This design comes from an exercise in tuning for small area on the open sky130 flow, not from production work. Function was checked by simulation only, so behaviour that the tests miss may differ from the original. Power is estimated from default activity; no workload was simulated.

## callout_timer_wheel
module callout_timer_wheel (
	input  logic        clk,
	input  logic        arst_n,
	input  logic        s_axis_tvalid,
	output logic        s_axis_tready,
	input  logic [23:0] s_axis_tdata,   
	input  logic [1:0]  s_axis_tuser,   
	output logic        m_axis_tvalid,
	input  logic        m_axis_tready,
	output logic [39:0] m_axis_tdata,   
	output logic [1:0]  m_axis_tuser,   
	output logic        m_axis_tlast
);
	localparam int RW = ctw_pkg::REM_W;
	ctw_pkg::state_t state_q, state_d;
	logic [3:0]      cnt_q;
	logic            sh_q;            
	logic            tk_q;            
	logic [15:0]     tlo_q;           
	logic [15:0]     thi_q;           
	logic            cy_q;            
	logic            found_q, multi_q;
	logic [ctw_pkg::ENT_W-1:0] rd_ent, rd_nxt, wr_ent;
	logic [3:0]      t_id;
	logic [RW-1:0]   t_rem;
	logic [3:0]      w_id;
	logic [RW-1:0]   w_rem;
	logic [1:0]      in_op;
	logic [3:0]      in_id;
	logic [15:0]     in_delay;
	logic [15:0]     delay_eff;
	logic            hit;             
	logic            pend;
	logic            due;
	logic            last_pos;
	logic            out_free;
	logic            sched_pass;      
  ...
For scale: about 730 cells after synthesis, roughly 390 flip-flops, roughly 75 I/O pins, roughly 10000 um^2 of cells after synthesis.
==> flow/config.mk <==
export PLATFORM = sky130hd
export DESIGN_NAME = callout_timer_wheel
export DESIGN_NICKNAME = callout_timer_wheel
export VERILOG_FILES = /design/flow/design.v
export SDC_FILE = /design/flow/constraint.sdc
export NUM_CORES = 4
export LEC_CHECK = 0
export CAP_MARGIN = 20
export CORE_MARGIN = 2
export CORE_UTILIZATION = 60
export SLEW_MARGIN = 20
==> flow/constraint.sdc <==
create_clock -name core_clock -period 5.0 [get_ports {clk}]
set_input_delay 1.0000 -clock core_clock [delete_from_list [all_inputs] [get_ports {clk}]]
set_output_delay 1.0000 -clock core_clock [all_outputs]
set_load 0.01 [all_outputs]
standard.sh (not shown) runs the stock make flow with config.mk's settings and CLKGATE_MAP_FILE= SYNTH_SCRIPT=/design/flow/synth_recipe.tcl, a recipe that flattens the netlist after the stock synthesis.
==> flow/flow/run.sh <==
#!/bin/bash
# Layout with the standard flow (standard.sh), changing only how ports are
# buffered (the smallest buffer) and how the clock tree is built (larger sink
# clusters, no dummy loads). Each tool's output is in orfs/logs/; make's own
# output in flow.log.
set -euo pipefail
export BUFFER_PORTS_ARGS="-buffer_cell sky130_fd_sc_hd__buf_1"
export CTS_ARGS="-sink_clustering_enable -repair_clock_nets -dont_use_dummy_load -sink_clustering_size 25 -sink_clustering_max_diameter 80"
bash standard.sh finish > flow.log 2>&1
Change:
--- a/flow/design.v
+++ b/flow/design.v
@@ -215,25 +215,27 @@
 	always_ff @(posedge clk or negedge arst_n) begin
 		if (!arst_n) begin
 			state_q <= ctw_pkg::ST_CLR;
 			cnt_q   <= 4'd0;
 			sh_q    <= 1'b0;
 		end else begin
 			state_q <= state_d;
 			cnt_q   <= cnt_q + 4'd1;
 			if (sched_pass) sh_q <= !last_pos && (sh_q || hit);
 		end
 	end
 	always_ff @(posedge clk) begin
-		tlo_q <= {tick_pass ? add_s : (tlo_q[0] && (state_q != ctw_pkg::ST_CLR)), tlo_q[15:1]};
+		if (sched_pass || tick_pass || (state_q == ctw_pkg::ST_CLR)) begin
+			tlo_q <= {tick_pass ? add_s : (sched_pass && tlo_q[0]), tlo_q[15:1]};
+		end
 		if (sched_pass || tick_pass) begin
 			out_lo_q <= {add_s, out_lo_q[15:1]};
 			cy_q     <= add_co;
 		end else if ((state_q == ctw_pkg::ST_EMIT) && tk_q) begin
 			cy_q     <= 1'b0;
 		end
 		if (state_q == ctw_pkg::ST_CLR) begin
 			thi_q <= 16'd0;
 		end else if ((state_q == ctw_pkg::ST_EMIT) && tk_q) begin
 			thi_q <= hi_inc;
 		end
 		if (state_q == ctw_pkg::ST_IDLE) begin
=> The changed run produced a clean layout. Synthesized cell count is higher by about 4%. Sequential cell count is unchanged. Fmax is lower by about 0.9%. Hold slack improves by 18 ps. Design area is higher by about 3%. Sequential power is higher by about 4%. Via count is higher by 8.3%. Count of clock-buffer cells in the layout is unchanged. Final cell count is higher by 3.6%. Setup slack degrades by 45 ps. Sequential share of layout area is lower by 0.77 points.

==> port drivers added, routing unchanged <==
No port has a modelled driver above. Below, the same layouts with a new extraction and two added sets of constraints.
Step 1 (the two cells are an assumption about what drives the block):
set clk [get_ports {clk}]
set_driving_cell -lib_cell sky130_fd_sc_hd__clkbuf_16 $clk
set_driving_cell -lib_cell sky130_fd_sc_hd__buf_2 [delete_from_list [all_inputs] $clk]
Step 2 also shifts input and output timing later by t, the mid clock arrival at the registers, as if the neighbouring blocks saw the same clock.
Slacks: ideal ports / drivers / drivers and shift; pairs: ideal ports / drivers.
| run | t, ns | setup WS [ns] | clock arrival spread, ns |
|---|---|---|---|
| the first run | 0.528 | 0.190 / 0.148 / 0.534 | 0.037 / 0.037 |
| the second run | 0.534 | 0.145 / 0.102 / 0.294 | 0.024 / 0.025 |
After both steps setup and hold are still met in every run listed.
